Background: an optimization exercise with open tools, aiming at small area, a short achievable clock period and few clock cycles. Do not read the settings as production practice.
Power figures rest on the tool's default switching activity, not on a simulated workload.

==> flow/design.v <==
`default_nettype none
package tti_pkg;
    localparam int MAX_DIGITS  = 16;
    localparam int ALPHA_SLOTS = 16;
    localparam int CHAR_W    = 8;
    localparam int LEN_W     = 5;
    localparam int VALUE_W   = 32;
    localparam int DIGIT_W   = 4;
    localparam int CFG_W     = 64;
    localparam int ADDR_W    = 5;
    localparam int REG_IDX_W = 2;
    localparam logic [REG_IDX_W-1:0] REG_DIGITS_LOW  = 2'd0;
    localparam logic [REG_IDX_W-1:0] REG_DIGITS_HIGH = 2'd1;
    localparam logic [REG_IDX_W-1:0] REG_BASE_LENGTH = 2'd2;
    localparam logic [CHAR_W-1:0] CHAR_NUL   = 8'h00;
    localparam logic [CHAR_W-1:0] CHAR_TAB   = 8'h09;
    localparam logic [CHAR_W-1:0] CHAR_CR    = 8'h0D;
    localparam logic [CHAR_W-1:0] CHAR_SPACE = 8'h20;
    localparam logic [CHAR_W-1:0] CHAR_PLUS  = 8'h2B;
    localparam logic [CHAR_W-1:0] CHAR_MINUS = 8'h2D;
    function automatic logic is_space(input logic [CHAR_W-1:0] c);
        is_space = (c == CHAR_SPACE) || ((c >= CHAR_TAB) && (c <= CHAR_CR));
    endfunction
    function automatic logic is_reserved(input logic [CHAR_W-1:0] c);
        is_reserved = (c == CHAR_NUL) || (c == CHAR_PLUS) || (c == CHAR_MINUS) || is_space(c);
    endfunction
endpackage
`default_nettype wire
`default_nettype none
module text_to_integer_any_base
(
    input  wire logic                             clk,
    input  wire logic                             rst_n,
    input  wire logic                             s_tvalid,
    output logic                                  s_tready,
    input  wire logic [7:0]                       s_tdata,    
    input  wire logic                             s_tlast,    
    output logic                                  m_tvalid,
    input  wire logic                             m_tready,
    output logic [31:0]                           m_tdata,    
    output logic                                  m_tuser,    
    input  wire logic                             psel,
    input  wire logic                             penable,
    input  wire logic                             pwrite,
    input  wire logic [tti_pkg::ADDR_W-1:0]       paddr,
    input  wire logic [tti_pkg::CFG_W-1:0]        pwdata,
    output logic [tti_pkg::CFG_W-1:0]             prdata,
    output logic                                  pready
);
    localparam logic [1:0] PH_SPACE  = 2'd0;
    localparam logic [1:0] PH_SIGN   = 2'd1;
    localparam logic [1:0] PH_DIGIT  = 2'd2;
    localparam logic [1:0] PH_FROZEN = 2'd3;
    logic [63:0] lo_q;
    logic [63:0] hi_q;
    logic [4:0]  len_q;
    logic        lo_v;
    logic        hi_v;
    logic        len_v;
    logic        rd_lo;
    logic        rd_hi;
    logic        rd_len;
    logic        cfg_write;
    logic [1:0]  cfg_idx;
    assign pready    = 1'b1;
    assign cfg_write = psel && penable && pwrite;
    assign cfg_idx   = paddr[4:3];
    always_ff @(posedge clk)
    begin
        if (cfg_write && (cfg_idx == tti_pkg::REG_DIGITS_LOW))
            lo_q <= pwdata;
        if (cfg_write && (cfg_idx == tti_pkg::REG_DIGITS_HIGH))
            hi_q <= pwdata;
        if (cfg_write && (cfg_idx == tti_pkg::REG_BASE_LENGTH))
            len_q <= pwdata[4:0];
        rd_lo  <= (cfg_idx == tti_pkg::REG_DIGITS_LOW)  && lo_v;
        rd_hi  <= (cfg_idx == tti_pkg::REG_DIGITS_HIGH) && hi_v;
        rd_len <= (cfg_idx == tti_pkg::REG_BASE_LENGTH) && len_v;
    end
    always_ff @(posedge clk or negedge rst_n)
    begin
        if (!rst_n)
        begin
            lo_v  <= 1'b0;
            hi_v  <= 1'b0;
            len_v <= 1'b0;
        end
        else if (cfg_write)
        begin
            if (cfg_idx == tti_pkg::REG_DIGITS_LOW)
                lo_v <= 1'b1;
            if (cfg_idx == tti_pkg::REG_DIGITS_HIGH)
                hi_v <= 1'b1;
            if (cfg_idx == tti_pkg::REG_BASE_LENGTH)
                len_v <= 1'b1;
        end
    end
    assign prdata = ({64{rd_lo}} & lo_q) | ({64{rd_hi}} & hi_q) |
                    {59'd0, {5{rd_len}} & len_q};
    logic       busy;        
    logic [3:0] cnt;         
    logic       ok_q;        
    logic [7:0]  alpha [16];
    logic [7:0]  a_sel;
    logic [7:0]  c;
    logic [15:0] in_range;
    logic [15:0] m;
    logic [3:0]  enc;
    logic        c_nul;
    logic        c_space;
    logic        c_minus;
    logic        c_plus;
    logic        c_hit;
    logic [3:0]  c_d;
    always_comb
    begin
        for (int i = 0; i < 8; i++)
        begin
            alpha[i]     = lo_q[i*8 +: 8];
            alpha[i + 8] = hi_q[i*8 +: 8];
        end
    end
    assign a_sel = alpha[cnt];
    assign c     = busy ? a_sel : s_tdata;
    always_comb
    begin
        enc = '0;
        for (int i = 0; i < 16; i++)
        begin
            in_range[i] = (5'(i) < len_q);
            m[i]        = in_range[i] && (alpha[i] == c);
            if (m[i])
                enc = enc | 4'(i);
        end
    end
    assign c_nul   = (c == tti_pkg::CHAR_NUL);
    assign c_space = tti_pkg::is_space(c);
    assign c_minus = (c == tti_pkg::CHAR_MINUS);
    assign c_plus  = (c == tti_pkg::CHAR_PLUS);
    assign c_hit   = |m;
    assign c_d     = enc;
    logic        slot_bad;
    logic        len_bad;
    assign slot_bad = in_range[cnt] &&
                      (c_nul || c_space || c_minus || c_plus || |(m & ~(16'd1 << cnt)));
    assign len_bad  = !len_v || !lo_v || (len_q < 5'd2) || (len_q > 5'd16) ||
                      ((len_q > 5'd8) && !hi_v);
    always_ff @(posedge clk or negedge rst_n)
    begin
        if (!rst_n)
        begin
            busy <= 1'b0;
            ok_q <= 1'b0;
        end
        else if (cfg_write)
        begin
            busy <= 1'b1;
            ok_q <= 1'b1;
        end
        else if (busy)
        begin
            if (slot_bad || len_bad)
                ok_q <= 1'b0;
            if (cnt == 4'd15)
                busy <= 1'b0;
        end
    end
    always_ff @(posedge clk)
    begin
        if (cfg_write)
            cnt <= 4'd0;
        else if (busy)
            cnt <= cnt + 4'd1;
    end
    typedef struct packed {
        logic       last;
        logic       nul;
        logic       space;
        logic       minus;
        logic       plus;
        logic       hit;
        logic [3:0] d;
    } beat_t;
    beat_t in_b;
    beat_t main_b;
    beat_t skid_b;
    logic  main_v;
    logic  skid_v;
    logic  out_v;
    logic  fire;
    logic  in_hs;
    assign in_b     = {s_tlast, c_nul, c_space, c_minus, c_plus, c_hit, c_d};
    assign s_tready = !skid_v;
    assign in_hs    = s_tvalid && !skid_v;
    assign fire     = main_v && (!out_v || m_tready);
    always_ff @(posedge clk)
    begin
        if (!skid_v)
            skid_b <= in_b;
        if (!main_v || fire)
            main_b <= skid_v ? skid_b : in_b;
    end
    always_ff @(posedge clk or negedge rst_n)
    begin
        if (!rst_n)
        begin
            main_v <= 1'b0;
            skid_v <= 1'b0;
        end
        else if (!main_v || fire)
        begin
            main_v <= skid_v || in_hs;
            skid_v <= 1'b0;
        end
        else if (in_hs)
            skid_v <= 1'b1;
    end
    logic [1:0]  phase_q;
    logic [1:0]  phase_n;
    logic        neg_q;
    logic        neg_n;
    logic [31:0] acc_q;
    logic [31:0] acc_n;
    logic        acc_we;
    logic        pre;
    logic        dig;
    logic        hit;
    logic        xo;                    
    logic [31:0] ta;
    logic [31:0] tb;
    logic [31:0] tc;
    logic [31:0] sum;
    assign pre = !phase_q[1];
    assign dig = (phase_q == PH_DIGIT);
    assign hit = main_b.hit;
    always_comb
    begin
        phase_n = phase_q;
        neg_n   = neg_q;
        if (phase_q != PH_FROZEN)
        begin
            if (main_b.nul)
                phase_n = PH_FROZEN;
            else if ((phase_q == PH_SPACE) && main_b.space)
                phase_n = PH_SPACE;
            else if (pre && main_b.minus)
            begin
                phase_n = PH_SIGN;
                neg_n   = !neg_q;
            end
            else if (pre && main_b.plus)
                phase_n = PH_SIGN;
            else if (hit && ok_q)
                phase_n = PH_DIGIT;
            else
                phase_n = PH_FROZEN;
        end
    end
    logic        ra1, ra2, ra3, ra4, rb1, rb2, rb1n, rcp, rcn;
    logic [4:0]  rkn;                   
    logic        rkp;                   
    logic        ra1_n, ra2_n, ra3_n, ra4_n, rb1_n, rb2_n, rb1n_n, rcp_n, rcn_n;
    always_comb
    begin
        ra1_n = 1'b0; ra2_n = 1'b0; ra3_n = 1'b0; ra4_n = 1'b0;
        rb1_n = 1'b0; rb2_n = 1'b0; rb1n_n = 1'b0;
        rcp_n = 1'b0; rcn_n = 1'b0;
        unique case (len_q)
            5'd2:  begin ra1_n = 1'b1; end
            5'd3:  begin ra1_n = 1'b1; rcp_n = 1'b1; end
            5'd4:  begin ra2_n = 1'b1; end
            5'd5:  begin ra2_n = 1'b1; rcp_n = 1'b1; end
            5'd6:  begin ra2_n = 1'b1; rb1_n = 1'b1; end
            5'd7:  begin ra3_n = 1'b1; rcn_n = 1'b1; end
            5'd8:  begin ra3_n = 1'b1; end
            5'd9:  begin ra3_n = 1'b1; rcp_n = 1'b1; end
            5'd10: begin ra3_n = 1'b1; rb1_n = 1'b1; end
            5'd11: begin ra3_n = 1'b1; rb1_n = 1'b1; rcp_n = 1'b1; end
            5'd12: begin ra3_n = 1'b1; rb2_n = 1'b1; end
            5'd13: begin ra3_n = 1'b1; rb2_n = 1'b1; rcp_n = 1'b1; end
            5'd14: begin ra4_n = 1'b1; rb1n_n = 1'b1; end
            5'd15: begin ra4_n = 1'b1; rcn_n = 1'b1; end
            5'd16: begin ra4_n = 1'b1; end
            default: ;
        endcase
    end
    always_ff @(posedge clk)
    begin
        ra1  <= ra1_n;
        ra2  <= ra2_n;
        ra3  <= ra3_n;
        ra4  <= ra4_n;
        rb1  <= rb1_n;
        rb2  <= rb2_n;
        rb1n <= rb1n_n;
        rcp  <= rcp_n;
        rcn  <= rcn_n;
        rkn  <= (len_q - 5'd1) + {4'd0, rb1n_n || rcn_n};
        rkp  <= rb1n_n || rcn_n;
    end
    logic        gh;                    
    logic        gn;                    
    logic        hv;                    
    logic [4:0]  kp;
    logic [31:0] s1;
    logic [31:0] c1;
    logic [31:0] s2;
    logic [31:0] c2;
    logic [31:0] pv;                    
    assign hv  = hit && ok_q;
    assign gh  = dig && hit;
    assign gn  = dig && !hit;
    assign ta  = ({32{ra1}} & {acc_q[30:0], 1'b0}) | ({32{ra2}} & {acc_q[29:0], 2'b0}) |
                 ({32{ra3}} & {acc_q[28:0], 3'b0}) | ({32{ra4}} & {acc_q[27:0], 4'b0});
    assign tb  = ({32{rb1}} & {acc_q[30:0], 1'b0}) | ({32{rb2}} & {acc_q[29:0], 2'b0}) |
                 ({32{rb1n}} & ~{acc_q[30:0], 1'b0});
    assign tc  = ({32{rcp}} & acc_q) | ({32{rcn}} & ~acc_q);
    assign kp  = {1'b0, main_b.d} + (neg_q ? rkn : {4'd0, rkp});
    assign s1  = ta ^ tb ^ tc;
    assign c1  = {(ta[30:0] & tb[30:0]) | (ta[30:0] & tc[30:0]) | (tb[30:0] & tc[30:0]), 1'b0};
    assign s2  = s1 ^ c1 ^ {27'd0, kp};
    assign c2  = {(s1[30:0] & c1[30:0]) | (s1[30:0] & {26'd0, kp}) | (c1[30:0] & {26'd0, kp}),
                  1'b0};
    assign sum = s2 + c2;
    assign pv  = !hv ? 32'd0 :
                 !neg_q ? {28'd0, main_b.d} :
                 (main_b.d == 4'd0) ? 32'hFFFF_FFFF : {28'd0, main_b.d - 4'd1};
    assign xo  = neg_q && (hv ? main_b.last : dig);
    assign acc_n  = (gh ? sum : gn ? acc_q : pv) ^ {32{xo}};
    assign acc_we = fire && (phase_q != PH_FROZEN);
    always_ff @(posedge clk)
    begin
        if (acc_we)
            acc_q <= acc_n;
    end
    always_ff @(posedge clk or negedge rst_n)
    begin
        if (!rst_n)
        begin
            phase_q <= PH_SPACE;
            neg_q   <= 1'b0;
            out_v   <= 1'b0;
        end
        else
        begin
            if (fire)
            begin
                if (main_b.last)
                begin
                    phase_q <= PH_SPACE;
                    neg_q   <= 1'b0;
                end
                else
                begin
                    phase_q <= phase_n;
                    neg_q   <= neg_n;
                end
            end
            if (fire && main_b.last)
                out_v <= 1'b1;
            else if (m_tready)
                out_v <= 1'b0;
        end
    end
    assign m_tvalid = out_v;
    assign m_tdata  = acc_q;
    assign m_tuser  = ok_q;
endmodule
`default_nettype wire
Settings: LEC_CHECK=0, CAP_MARGIN=20, CORE_MARGIN=2, CORE_UTILIZATION=40, PLACE_DENSITY=0.6, SLEW_MARGIN=20; clock period 8.0 ns.
run.sh (not shown) runs the stock make flow with config.mk's settings and CLKGATE_MAP_FILE= SYNTH_SCRIPT=/design/flow/synth_recipe.tcl, a recipe that flattens the netlist after the stock synthesis.
Rerun with:
--- a/flow/design.v
+++ b/flow/design.v
@@ -225,6 +225,10 @@
     logic        pre;
     logic        dig;
     logic        hit;
+    logic        a1, a2, a3, a4;        
+    logic        b1, b2, b1n;           
+    logic        cp, cn;                
+    logic        bfill;                 
     logic        xo;                    
     logic [31:0] ta;
     logic [31:0] tb;
@@ -286,15 +290,15 @@
     end
     always_ff @(posedge clk)
     begin
-        ra1  <= ra1_n;
-        ra2  <= ra2_n;
-        ra3  <= ra3_n;
-        ra4  <= ra4_n;
-        rb1  <= rb1_n;
-        rb2  <= rb2_n;
-        rb1n <= rb1n_n;
-        rcp  <= rcp_n;
-        rcn  <= rcn_n;
+        ra1  <= ra1_n && ok_q;
+        ra2  <= ra2_n && ok_q;
+        ra3  <= ra3_n && ok_q;
+        ra4  <= ra4_n && ok_q;
+        rb1  <= rb1_n && ok_q;
+        rb2  <= rb2_n && ok_q;
+        rb1n <= rb1n_n && ok_q;
+        rcp  <= rcp_n && ok_q;
+        rcn  <= rcn_n && ok_q;
         rkn  <= (len_q - 5'd1) + {4'd0, rb1n_n || rcn_n};
         rkp  <= rb1n_n || rcn_n;
     end
@@ -306,27 +310,34 @@
     logic [31:0] c1;
     logic [31:0] s2;
     logic [31:0] c2;
-    logic [31:0] pv;                    
     assign hv  = hit && ok_q;
     assign gh  = dig && hit;
     assign gn  = dig && !hit;
-    assign ta  = ({32{ra1}} & {acc_q[30:0], 1'b0}) | ({32{ra2}} & {acc_q[29:0], 2'b0}) |
-                 ({32{ra3}} & {acc_q[28:0], 3'b0}) | ({32{ra4}} & {acc_q[27:0], 4'b0});
-    assign tb  = ({32{rb1}} & {acc_q[30:0], 1'b0}) | ({32{rb2}} & {acc_q[29:0], 2'b0}) |
-                 ({32{rb1n}} & ~{acc_q[30:0], 1'b0});
-    assign tc  = ({32{rcp}} & acc_q) | ({32{rcn}} & ~acc_q);
-    assign kp  = {1'b0, main_b.d} + (neg_q ? rkn : {4'd0, rkp});
+    assign a1  = ra1 && gh;
+    assign a2  = ra2 && gh;
+    assign a3  = ra3 && gh;
+    assign a4  = ra4 && gh;
+    assign b1  = rb1 && gh;
+    assign b2  = rb2 && gh;
+    assign b1n = rb1n && gh;
+    assign cp  = (rcp && gh) || gn;
+    assign cn  = rcn && gh;
+    assign bfill = pre && hv && neg_q;
+    assign kp    = (hv ? {1'b0, main_b.d} : 5'd0) +
+                   ((dig && hv) ? (neg_q ? rkn : {4'd0, rkp}) : 5'd0);
+    assign xo    = neg_q && (hv ? main_b.last : dig);
+    assign ta  = ({32{a1}} & {acc_q[30:0], 1'b0}) | ({32{a2}} & {acc_q[29:0], 2'b0}) |
+                 ({32{a3}} & {acc_q[28:0], 3'b0}) | ({32{a4}} & {acc_q[27:0], 4'b0});
+    assign tb  = ({32{b1}} & {acc_q[30:0], 1'b0}) | ({32{b2}} & {acc_q[29:0], 2'b0}) |
+                 ({32{b1n}} & ~{acc_q[30:0], 1'b0}) | {32{bfill}};
+    assign tc  = ({32{cp}} & acc_q) | ({32{cn}} & ~acc_q);
     assign s1  = ta ^ tb ^ tc;
     assign c1  = {(ta[30:0] & tb[30:0]) | (ta[30:0] & tc[30:0]) | (tb[30:0] & tc[30:0]), 1'b0};
     assign s2  = s1 ^ c1 ^ {27'd0, kp};
     assign c2  = {(s1[30:0] & c1[30:0]) | (s1[30:0] & {26'd0, kp}) | (c1[30:0] & {26'd0, kp}),
                   1'b0};
     assign sum = s2 + c2;
-    assign pv  = !hv ? 32'd0 :
-                 !neg_q ? {28'd0, main_b.d} :
-                 (main_b.d == 4'd0) ? 32'hFFFF_FFFF : {28'd0, main_b.d - 4'd1};
-    assign xo  = neg_q && (hv ? main_b.last : dig);
-    assign acc_n  = (gh ? sum : gn ? acc_q : pv) ^ {32{xo}};
+    assign acc_n  = sum ^ {32{xo}};
     assign acc_we = fire && (phase_q != PH_FROZEN);
     always_ff @(posedge clk)
     begin
Outcome: Setup slack got worse by 0.58 ns. Utilization falls by 0.50 points. Synthesized area rises by 2.3%. Wire length rises by 7.5%. Final area rises by 1.4%. First-iteration DRC count falls by 12%. Sequential power falls by about 3%. Count of clock-buffer cells in the layout rises by 1. Total power falls by 1.9%. Via count rises by 3.8%. Sequential share of layout area falls by 0.47 points. Hold slack improved by 0.11 ns.
Function was not checked in any run of this note: the RTL went through the layout flow alone.

## what the ideal ports hide
How much do the figures lean on ideal ports? The routed layouts below were timed once more, with nothing changed but the port constraints. Step 1 sets driving cells, clkbuf_16 on the clock port and buf_2 on the other inputs (assumed; they add their load-dependent delay and slew). Step 2 adds t to the input delays and takes it off the output delays; t is the mean of the earliest and latest rising clock arrival at the registers after step 1. Input paths then give back, and output paths get back, about the clock's delay inside the block. Slacks: no drivers / after step 1 / after step 2; pairs: no drivers / after step 1.
run	t, ns	setup WS [ns]	hold WS [ns]	worst setup path at the end	worst data-port slew with drivers (ns)
the first run	0.606	2.110 / 2.110 / 2.110	0.326 / 0.326 / 0.326	register to register	0.07
the second run	0.596	1.534 / 1.534 / 1.534	0.434 / 0.434 / 0.434	register to register	0.06
After both steps setup and hold are still met in every run listed.
